Context: an optimization exercise on an open-source flow, tuned for small area, a short achievable clock period and few clock cycles per item. The choices shown serve that exercise and are no tape-out recipe. Only simulation tests tie the RTL to the original design; equivalence was not proved.

File: flow/config.mk
export PLATFORM = sky130hd
export DESIGN_NAME = touch_pad_baseline_and_detect_unit
export DESIGN_NICKNAME = touch_pad_baseline_and_detect_unit
export VERILOG_FILES = /design/flow/design.v
export SDC_FILE = /design/flow/constraint.sdc
export NUM_CORES = 4
export LEC_CHECK = 0
export CAP_MARGIN = 20
export CORE_MARGIN = 2
export CORE_UTILIZATION = 40
export SLEW_MARGIN = 20
File: flow/constraint.sdc
create_clock -name core_clock -period 8.0 [get_ports {clk}]
set_input_delay 1.6000 -clock core_clock [delete_from_list [all_inputs] [get_ports {clk}]]
set_output_delay 1.6000 -clock core_clock [all_outputs]
set_load 0.01 [all_outputs]
File: flow/design.v
package tpbd_pkg;
	localparam int PADDR_W = 4;
	localparam int PDATA_W = 32;
	localparam logic [1:0] REG_REPEAT_MODE    = 2'd0;
	localparam logic [1:0] REG_GATE_THRESHOLD = 2'd1;
	localparam logic [1:0] REG_MAX_COUNT      = 2'd2;
	localparam logic        RST_REPEAT_MODE    = 1'b0;
	localparam logic [15:0] RST_GATE_THRESHOLD = 16'd100;
	localparam logic [15:0] RST_MAX_COUNT      = 16'hFFFF;
	localparam logic ACTION_CAL  = 1'b0;
	localparam logic ACTION_SCAN = 1'b1;
	localparam logic KIND_CAL    = 1'b0;
	localparam logic KIND_SCAN   = 1'b1;
	localparam logic [2:0] SCAN_NORMAL  = 3'd3;
	localparam logic [2:0] SCAN_REPEAT  = 3'd6;
	localparam logic [1:0] LOCKOUT_LOAD = 2'd3;
	localparam logic [1:0] TS_IDLE = 2'd0;
	localparam logic [1:0] TS_CALC = 2'd1;
	localparam logic [1:0] TS_EMIT = 2'd2;
	localparam logic [2:0] CS_IDLE  = 3'd0;
	localparam logic [2:0] CS_PIVOT = 3'd1;
	localparam logic [2:0] CS_CMP   = 3'd2;
	localparam logic [2:0] CS_ACCUM = 3'd3;
	localparam logic [2:0] CS_DIV   = 3'd4;
endpackage
import tpbd_pkg::*;
module tpbd_trim_mean #(
	parameter int CAL_SAMPLES   = 10,
	parameter int TRIM_EACH_END = 2,
	parameter int SAMPLE_W      = 16
) (
	input  logic                               clk,
	input  logic                               arst_n,
	input  logic                               wr_en,
	input  logic [$clog2(CAL_SAMPLES)-1:0]     wr_addr,
	input  logic [SAMPLE_W-1:0]                wr_data,
	input  logic                               start,
	output logic                               done,
	output logic [SAMPLE_W-1:0]                mean
);
	localparam int AW       = $clog2(CAL_SAMPLES);
	localparam int KW       = $clog2(CAL_SAMPLES + 1);
	localparam int TRIM_EFF = (2 * TRIM_EACH_END >= CAL_SAMPLES) ?
		(CAL_SAMPLES - 1) / 2 : TRIM_EACH_END;
	localparam int KEPT     = CAL_SAMPLES - 2 * TRIM_EFF;
	localparam int SUM_W    = SAMPLE_W + $clog2(CAL_SAMPLES);
	localparam int RL       = $clog2(KEPT);
	localparam int MW       = SUM_W + 2;
	localparam int PW       = SUM_W + MW;
	localparam logic [MW-1:0] RECIP = MW'(((64'd1 << (SUM_W + RL)) +
		64'(KEPT) - 64'd1) / 64'(KEPT));
	logic [SAMPLE_W-1:0] mem [CAL_SAMPLES];
	logic [SAMPLE_W-1:0] rd_data_q;
	logic [AW-1:0]       rd_addr;
	logic [2:0]          state_q, state_nx;
	logic [AW-1:0]       pivot_idx_q;
	logic [KW-1:0]       cmp_cnt_q;
	logic [SAMPLE_W-1:0] pivot_q;
	logic [AW-1:0]       rank_q;
	logic [SUM_W-1:0]    sum_q;
	logic                done_q;
	logic                cmp_last;
	logic                pivot_last;
	logic                below;
	logic                in_window;
	logic [PW-1:0]       prod;
	always_ff @(posedge clk) begin
		if (wr_en) begin
			mem[wr_addr] <= wr_data;
		end
		rd_data_q <= mem[rd_addr];
	end
	assign cmp_last   = (cmp_cnt_q == KW'(CAL_SAMPLES));
	assign pivot_last = (pivot_idx_q == AW'(CAL_SAMPLES - 1));
	assign below = (rd_data_q < pivot_q) ||
		((rd_data_q == pivot_q) && (KW'(pivot_idx_q) >= cmp_cnt_q));
	assign in_window = (rank_q >= AW'(TRIM_EFF)) &&
		(rank_q <= AW'(CAL_SAMPLES - 1 - TRIM_EFF));
	assign prod = PW'(sum_q) * PW'(RECIP);
	always_comb begin
		state_nx = state_q;
		unique case (state_q)
			CS_IDLE: begin
				if (start) begin
					state_nx = CS_PIVOT;
				end
			end
			CS_PIVOT: state_nx = CS_CMP;
			CS_CMP: begin
				if (cmp_last) begin
					state_nx = CS_ACCUM;
				end
			end
			CS_ACCUM: state_nx = pivot_last ? CS_DIV : CS_PIVOT;
			CS_DIV:   state_nx = CS_IDLE;
			default:  state_nx = CS_IDLE;
		endcase
	end
	always_comb begin
		rd_addr = '0;
		unique case (state_q)
			CS_PIVOT: rd_addr = pivot_idx_q;
			CS_CMP:   rd_addr = cmp_last ? '0 : cmp_cnt_q[AW-1:0];
			default:  rd_addr = '0;
		endcase
	end
	always_ff @(posedge clk or negedge arst_n) begin
		if (!arst_n) begin
			state_q <= CS_IDLE;
			done_q  <= 1'b0;
		end else begin
			state_q <= state_nx;
			done_q  <= (state_q == CS_DIV);
		end
	end
	always_ff @(posedge clk) begin
		unique case (state_q)
			CS_IDLE: begin
				pivot_idx_q <= '0;
				sum_q       <= '0;
			end
			CS_PIVOT: begin
				cmp_cnt_q <= '0;
				rank_q    <= '0;
			end
			CS_CMP: begin
				if (cmp_cnt_q == '0) begin
					pivot_q <= rd_data_q;
				end else if (below) begin
					rank_q <= rank_q + AW'(1);
				end
				if (!cmp_last) begin
					cmp_cnt_q <= cmp_cnt_q + KW'(1);
				end
			end
			CS_ACCUM: begin
				if (in_window) begin
					sum_q <= sum_q + SUM_W'(pivot_q);
				end
				pivot_idx_q <= pivot_idx_q + AW'(1);
			end
			CS_DIV: begin
				sum_q <= SUM_W'(prod >> (SUM_W + RL));
			end
			default: begin
				sum_q <= sum_q;
			end
		endcase
	end
	assign done = done_q;
	assign mean = sum_q[SAMPLE_W-1:0];
endmodule
import tpbd_pkg::*;
module touch_pad_baseline_and_detect_unit #(
	parameter int CAL_SAMPLES   = 10,
	parameter int TRIM_EACH_END = 2,
	parameter int COUNT_WIDTH   = 16
) (
	input  logic                           clk,
	input  logic                           arst_n,
	input  logic                           in_valid,
	output logic                           in_stall,
	input  logic                           action,
	input  logic [15:0]                    charge_count,
	output logic                           out_valid,
	input  logic                           out_stall,
	output logic                           result_kind,
	output logic                           pressed,
	output logic [15:0]                    baseline_value,
	output logic                           cal_error,
	input  logic                           psel,
	input  logic                           penable,
	input  logic                           pwrite,
	input  logic [tpbd_pkg::PADDR_W-1:0]   paddr,
	input  logic [tpbd_pkg::PDATA_W-1:0]   pwdata,
	output logic [tpbd_pkg::PDATA_W-1:0]   prdata,
	output logic                           pready
);
	localparam int SW = (COUNT_WIDTH < 16) ? COUNT_WIDTH : 16;
	localparam int AW = $clog2(CAL_SAMPLES);
	logic        repeat_mode_q;
	logic [15:0] gate_threshold_q;
	logic [15:0] max_count_q;
	logic        cfg_wr;
	logic [1:0]  cfg_idx;
	logic [1:0]      state_q, state_nx;
	logic [SW-1:0]   baseline_q;
	logic [AW-1:0]   cal_index_q;
	logic [SW-1:0]   scan_max_q;
	logic [2:0]      scan_index_q;
	logic [1:0]      lockout_q;
	logic            kind_q;
	logic            pend_pressed_q;
	logic            out_valid_q;
	logic            out_kind_q;
	logic            out_pressed_q;
	logic [15:0]     out_baseline_q;
	logic            out_cal_error_q;
	logic            in_acc;
	logic            cal_acc;
	logic            scan_acc;
	logic            cal_last;
	logic            calc_start;
	logic            calc_done;
	logic [SW-1:0]   calc_mean;
	logic            emit_fire;
	logic [SW-1:0]   sample;
	logic [2:0]      scan_needed;
	logic [2:0]      scan_idx_nx;
	logic [SW-1:0]   scan_max_nx;
	logic            scan_done;
	logic [1:0]      lock_cur;
	logic [1:0]      lock_hit;
	logic [1:0]      lock_nx;
	logic            over_gate;
	assign pready  = 1'b1;
	assign cfg_wr  = psel && penable && pwrite && pready;
	assign cfg_idx = paddr[3:2];
	always_ff @(posedge clk or negedge arst_n) begin
		if (!arst_n) begin
			repeat_mode_q    <= RST_REPEAT_MODE;
			gate_threshold_q <= RST_GATE_THRESHOLD;
			max_count_q      <= RST_MAX_COUNT;
		end else if (cfg_wr) begin
			unique case (cfg_idx)
				REG_REPEAT_MODE:    repeat_mode_q    <= pwdata[0];
				REG_GATE_THRESHOLD: gate_threshold_q <= pwdata[15:0];
				REG_MAX_COUNT:      max_count_q      <= pwdata[15:0];
				default:            repeat_mode_q    <= repeat_mode_q;
			endcase
		end
	end
	always_comb begin
		unique case (cfg_idx)
			REG_REPEAT_MODE:    prdata = PDATA_W'(repeat_mode_q);
			REG_GATE_THRESHOLD: prdata = PDATA_W'(gate_threshold_q);
			REG_MAX_COUNT:      prdata = PDATA_W'(max_count_q);
			default:            prdata = '0;
		endcase
	end
	assign in_acc   = in_valid && !in_stall;
	assign cal_acc  = in_acc && (action == ACTION_CAL);
	assign scan_acc = in_acc && (action == ACTION_SCAN);
	assign sample   = charge_count[SW-1:0];
	assign cal_last = (cal_index_q == AW'(CAL_SAMPLES - 1));
	assign scan_needed = repeat_mode_q ? SCAN_REPEAT : SCAN_NORMAL;
	assign scan_idx_nx = scan_index_q + 3'd1;
	assign scan_max_nx = (sample > scan_max_q) ? sample : scan_max_q;
	assign scan_done   = (scan_idx_nx >= scan_needed);
	assign over_gate   = 17'(scan_max_nx) > (17'(baseline_q) + 17'(gate_threshold_q));
	assign lock_cur    = repeat_mode_q ? 2'd0 : lockout_q;
	assign lock_hit    = over_gate ? LOCKOUT_LOAD : lock_cur;
	assign lock_nx     = (lock_hit != 2'd0) ? lock_hit - 2'd1 : 2'd0;
	always_comb begin
		state_nx = state_q;
		unique case (state_q)
			TS_IDLE: begin
				if (cal_acc && cal_last) begin
					state_nx = TS_CALC;
				end else if (scan_acc && scan_done) begin
					state_nx = TS_EMIT;
				end
			end
			TS_CALC: begin
				if (calc_done) begin
					state_nx = TS_EMIT;
				end
			end
			TS_EMIT: begin
				if (!out_valid_q || !out_stall) begin
					state_nx = TS_IDLE;
				end
			end
			default: state_nx = TS_IDLE;
		endcase
	end
	always_comb begin
		in_stall   = 1'b1;
		calc_start = 1'b0;
		emit_fire  = 1'b0;
		unique case (state_q)
			TS_IDLE: begin
				in_stall   = 1'b0;
				calc_start = cal_acc && cal_last;
			end
			TS_EMIT: emit_fire = !out_valid_q || !out_stall;
			default: in_stall = 1'b1;
		endcase
	end
	tpbd_trim_mean #(
		.CAL_SAMPLES   (CAL_SAMPLES),
		.TRIM_EACH_END (TRIM_EACH_END),
		.SAMPLE_W      (SW)
	) u_trim_mean (
		.clk     (clk),
		.arst_n  (arst_n),
		.wr_en   (cal_acc),
		.wr_addr (cal_index_q),
		.wr_data (sample),
		.start   (calc_start),
		.done    (calc_done),
		.mean    (calc_mean)
	);
	always_ff @(posedge clk or negedge arst_n) begin
		if (!arst_n) begin
			state_q      <= TS_IDLE;
			baseline_q   <= '0;
			cal_index_q  <= '0;
			scan_max_q   <= '0;
			scan_index_q <= '0;
			lockout_q    <= '0;
			out_valid_q  <= 1'b0;
		end else begin
			state_q <= state_nx;
			if (cal_acc) begin
				cal_index_q <= cal_last ? '0 : cal_index_q + AW'(1);
			end
			if (scan_acc) begin
				if (scan_done) begin
					scan_max_q   <= '0;
					scan_index_q <= '0;
					lockout_q    <= lock_nx;
				end else begin
					scan_max_q   <= scan_max_nx;
					scan_index_q <= scan_idx_nx;
				end
			end
			if (calc_done) begin
				baseline_q <= calc_mean;
			end
			if (emit_fire) begin
				out_valid_q <= 1'b1;
			end else if (!out_stall) begin
				out_valid_q <= 1'b0;
			end
		end
	end
	always_ff @(posedge clk) begin
		if (cal_acc) begin
			kind_q <= KIND_CAL;
		end else if (scan_acc) begin
			kind_q         <= KIND_SCAN;
			pend_pressed_q <= over_gate && (lock_cur == 2'd0);
		end
		if (emit_fire) begin
			out_kind_q      <= kind_q;
			out_pressed_q   <= (kind_q == KIND_SCAN) && pend_pressed_q;
			out_baseline_q  <= 16'(baseline_q);
			out_cal_error_q <= (kind_q == KIND_CAL) &&
				(16'(baseline_q) > {1'b0, max_count_q[15:1]});
		end
	end
	assign out_valid      = out_valid_q;
	assign result_kind    = out_kind_q;
	assign pressed        = out_pressed_q;
	assign baseline_value = out_baseline_q;
	assign cal_error      = out_cal_error_q;
endmodule
File: flow/run.sh
#!/bin/bash
# synth_recipe.tcl (not shown) runs the flow's synth.tcl, then flattens the netlist and writes it again
# the make line also repeats each setting of config.mk as NAME=value (left out here)
make -C /OpenROAD-flow-scripts/flow DESIGN_CONFIG=/design/flow/config.mk WORK_HOME=/design/flow/orfs CLKGATE_MAP_FILE= SYNTH_SCRIPT=/design/flow/synth_recipe.tcl finish
==> summary.txt <==
sequential cells by signal (all words and copies together), names as in the netlist, 2 cells and up:
name / cells
u_trim_mean.rank_q: 4
u_trim_mean.sum_q: 20
cal_index_q: 4
u_trim_mean.mem: 160
baseline_q: 16
gate_threshold_q: 16
lockout_q: 2
state_q: 2
scan_max_q: 16
scan_index_q: 3
u_trim_mean.cmp_cnt_q: 4
u_trim_mean.rd_data_q: 16
u_trim_mean.pivot_q: 16
u_trim_mean.state_q: 3
out_baseline_q: 16
u_trim_mean.pivot_idx_q: 4
max_count_q: 16
per-layer routing:
layer | global-route usage, % | vias up | share of wire (%)
met2 | 32.6 | 299 | 49
li1 | - | 7298 | -
met3 | 2.07 | 83 | 3.8
met1 | 24.9 | 7536 | 45
met5 | 0 | - | 0
met4 | 5.10 | 0 | 2.4
cells in the mapped netlist, types with 6 or more instances:
| library cell | instances | area (um2) |
|---|---|---|
| a31oi_1 | 22 | 138 |
| nor2b_1 | 15 | 93.8 |
| a21o_1 | 33 | 248 |
| o22ai_1 | 8 | 50.1 |
| clkbuf_1 | 39 | 146 |
| o21bai_1 | 6 | 45.0 |
| dfrtp_1 | 62 | 1550 |
| fa_1 | 137 | 2740 |
| ha_1 | 296 | 3700 |
| and3_1 | 20 | 125 |
| and2_1 | 24 | 150 |
| or3_1 | 8 | 50.1 |
| a21oi_1 | 65 | 325 |
| nand3_1 | 52 | 260 |
| o21ai_0 | 78 | 390 |
| nand2_1 | 213 | 800 |
| nand2b_1 | 16 | 100 |
| xor2_1 | 26 | 228 |
| dfxtp_1 | 17 | 340 |
| xnor2_1 | 30 | 263 |
| nor3_1 | 26 | 130 |
| a22o_1 | 37 | 324 |
| inv_1 | 308 | 1160 |
| dfstp_2 | 19 | 499 |
| a211oi_1 | 22 | 165 |
| nand4_1 | 18 | 113 |
| nor2_1 | 55 | 206 |
| mux2_2 | 34 | 383 |
| buf_4 | 19 | 143 |
| edfxtp_1 | 228 | 6850 |
| buf_2 | 10 | 50.1 |
| o21a_1 | 19 | 143 |
| a311oi_1 | 16 | 140 |
worst reg2reg max path, stage by stage, from the launching register on:
cell,delay [ns]
edfxtp_1,0.83
ha_1,0.46
ha_1,0.34
fa_1,0.42
fa_1,0.58
fa_1,0.44
fa_1,0.55
inv_1,0.05
fa_1,0.50
inv_1,0.04
ha_1,0.30
nand3_2,0.08
or3_4,0.41
o22ai_2,0.18
a2bb2oi_2,0.32
o2111ai_2,0.23
a211oi_2,0.39
nor3_1,0.13
o21a_1,0.19
or3_1,0.34
cell families (layout without fill, tap and decap cells):
group,Yosys count,in the layout
and+or+nand+nor,480,480
AOI/OAI and AO/OA,345,345
buffers and inverters,380,478
xor gates and xnor gates,56,56
DFF,326,326
muxes,38,38
other,2,17
adders and majority gates,433,433
through the flow:
step           hold WS [ns]  instances  utilization (%)  instance area (um2)
4_1_cts               0.432       2928             45.5                25600
2_1_floorplan         0.408       2075                -                22800
5_1_grt               0.433       2929             45.6                25600
3_5_place_dp          0.424       2864             43.5                24500
6_report              0.425       2929             45.6                25600
3_3_place_gp          0.420       2864             43.5                24500
how the worst max path moves through the flow:
| stage | to | cells after the start |
|---|---|---|
| finish | u_trim_mean.sum_q[17] | 19 |
| global route | u_trim_mean.sum_q[17] | 19 |
| CTS | u_trim_mean.sum_q[17] | 19 |
| detailed placement | u_trim_mean.sum_q[17] | 19 |
| global placement | u_trim_mean.sum_q[17] | 19 |
| floorplan | u_trim_mean.sum_q[17] | 21 |
layout make-up:
cell class | instances | area share [%]
well taps | 756 | 3.69
multi-input cells | 1369 | 47.4
clock inverters | 19 | 0.869
flip-flops and latches | 326 | 36.0
inverters | 308 | 4.51
clock buffers | 45 | 3.64
repair buffers | 106 | 3.88
==> impl_metrics.py <==
metrics = {
    "critical_path": {
        "cp.buffers_inverters": 2,
        "crit_family": "adder cells",
        "cp-startpoint": "u_trim_mean.sum_q[8]",
        "cp_max_fo": 9,
        "start_kind": "register",
        "path_class": "register to register",
        "cp_common_cell": "fa_1",
        "worstPathRequired_ns": 8.28,
        "rr_endpoint": "u_trim_mean.sum_q[17]",
        "arrival_ns": 7.33,
        "rrSetupSlack_ns": 0.95,
        "critical_path.max_stage_delay_ns": 0.83,
        "reg2reg_from": "u_trim_mean.sum_q[8]",
        "endpoint_kind": "register",
        "crit_slowest_cell": "edfxtp_1",
        "r2r_cells": 19,
        "worstPathCellList": "ha_1 > ha_1 > fa_1 > fa_1 > fa_1 > fa_1 > inv_1 > fa_1 > inv_1 > ha_1 > nand3_2 > or3_4 > o22ai_2 > a2bb2oi_2 > o2111ai_2 > a211oi_2 > nor3_1 > o21a_1 > or3_1",
    },
    "floorplanning": {
        "initial_utilization_pct": 40.4,
        "die_height_um": 243,
        "rows": 87,
        "coreArea_mm2": 0.0563,
        "io_pins": 114,
        "die_area_mm2": 0.0588,
        "fp.dieW_um": 243,
    },
    "logic_synthesis": {
        "avgSynthCellArea_um2": 11.0,
        "synth_xor_area_share_pct": 2.16,
        "synthCells": 2060,
        "seq_area_frac_synth_pct": 40.6,
        "syn-cell-area_mm2": 0.0228,
        "synth-seq-cells": 326,
        "synth-edff-count": 228,
        "yosys_warnings": 2,
        "synth-compound-area-share_pct": 10.3,
        "synth_mux_area_share_pct": 1.86,
        "async_reset_ff_share_pct": 24.8,
        "synth-main-ff-cell": "edfxtp_1",
        "synth_simple_gate_area_share_pct": 10.1,
        "yosys.area_share.adder_pct": 28.3,
        "ys_types": 79,
        "synth_top_family_by_area": "adder cells",
    },
    "cts": {
        "numClockSinks": 326,
        "clock_latency_ns": 0.54,
        "cts_buffer_depth": 3,
        "clockRootBuffer": "clkbuf_16",
        "ctsResizeCount": 0,
        "cts-htree-levels": 2,
        "cts_tree": "built",
        "post-cts-setup-buffers": 0,
        "clkTransAtPathRegs_ns": 0.07,
        "cts_buffers": 35,
        "cts_hold_buf": 0,
    },
    "drt": {
        "wl_per_cell_um": 18.6,
        "firstDrtPassIters": 5,
        "drt_wl_total_um": 54600,
        "drtAntennaViolNets": 0,
        "vias": 15200,
        "drtIter0Drc": 979,
        "viasPerCell": 5.19,
        "drc": 0,
    },
    "place": {
        "placement.io_buffers": 78,
        "dpl.hpwl_um": 40600,
        "post-place-ws_ns": 0.932,
        "globalplace.congestion": 0.913,
    },
    "sta": {
        "timing.final.ws_setup_ns": 0.950,
        "finalMaxSlewViolations": 0,
        "rsz0062_at_grt": "false",
        "period_minus_slack_ns": 7.05,
        "fin_crit_sh_pct": 88.1,
        "finalSetupTns_ns": 0,
        "worst_pin_slew_ns": 1.05,
        "fin_skew_ns": 0.0265,
        "relSlewSlack_pct": 29.6,
        "max_freq_mhz": 142,
        "finalHoldViolCount": 0,
        "setup_violations": 0,
    },
    "global_routing": {
        "overflow": 0,
        "grt_use_total_pct": 18.8,
        "grt_pass1_wl_um": 87600,
        "grt_max_degree": 65,
        "grt_pass1_vias": 15900,
        "antenna_found_initial": 0,
    },
    "layout": {
        "final_common_cell": "inv_1",
        "final_net_count": 2639,
        "layout-drive-gt1-share_pct": 7.87,
        "regArea_mm2": 0.00924,
        "layout_common_cells": "308 x inv_1, 296 x ha_1, 228 x edfxtp_1",
        "multiInputGateArea_mm2": 0.0122,
        "syn_to_final_growth_pct": 12.7,
        "nFillCells": 5219,
        "diodes": 0,
    },
    "worst_hold_path": {
        "hold_path.class": "register to register",
        "holdPathEnd": "u_trim_mean.pivot_q[4]",
        "min_from": "u_trim_mean.rd_data_q[4]",
        "whs_path_depth": 0,
    },
    "run": {
        "cap_violations": 0,
    },
    "status": {
        "status": "timing/DRC/antenna clean",
    },
}
Testbench counts, summed over its fixed seeds: cycles 15,304, results 1,600.

[what the ideal ports hide]
How much do the figures lean on ideal ports? The routed layout below was timed once more, with nothing changed but the port constraints. Step 1 assumes that a clkbuf_16 drives the clock port and a buf_2 every other input. Step 2 times the ports against the registers' clock, not the clock port: input delays grow and output delays shrink by t, the midpoint of the rising clock arrivals with the driver on. Three values: ideal ports, drivers, drivers and shift; two values: the first two.
shift t [ns]: 0.576
slack for setup (ns): 0.950 / 0.950 / 0.950
slew at the worst register clock pin (ns): 0.07 / 0.07
After both steps setup and hold are still met in this run. The setup slack of this run moves by 0.000 ns with the drivers and by 0.000 ns with both steps.
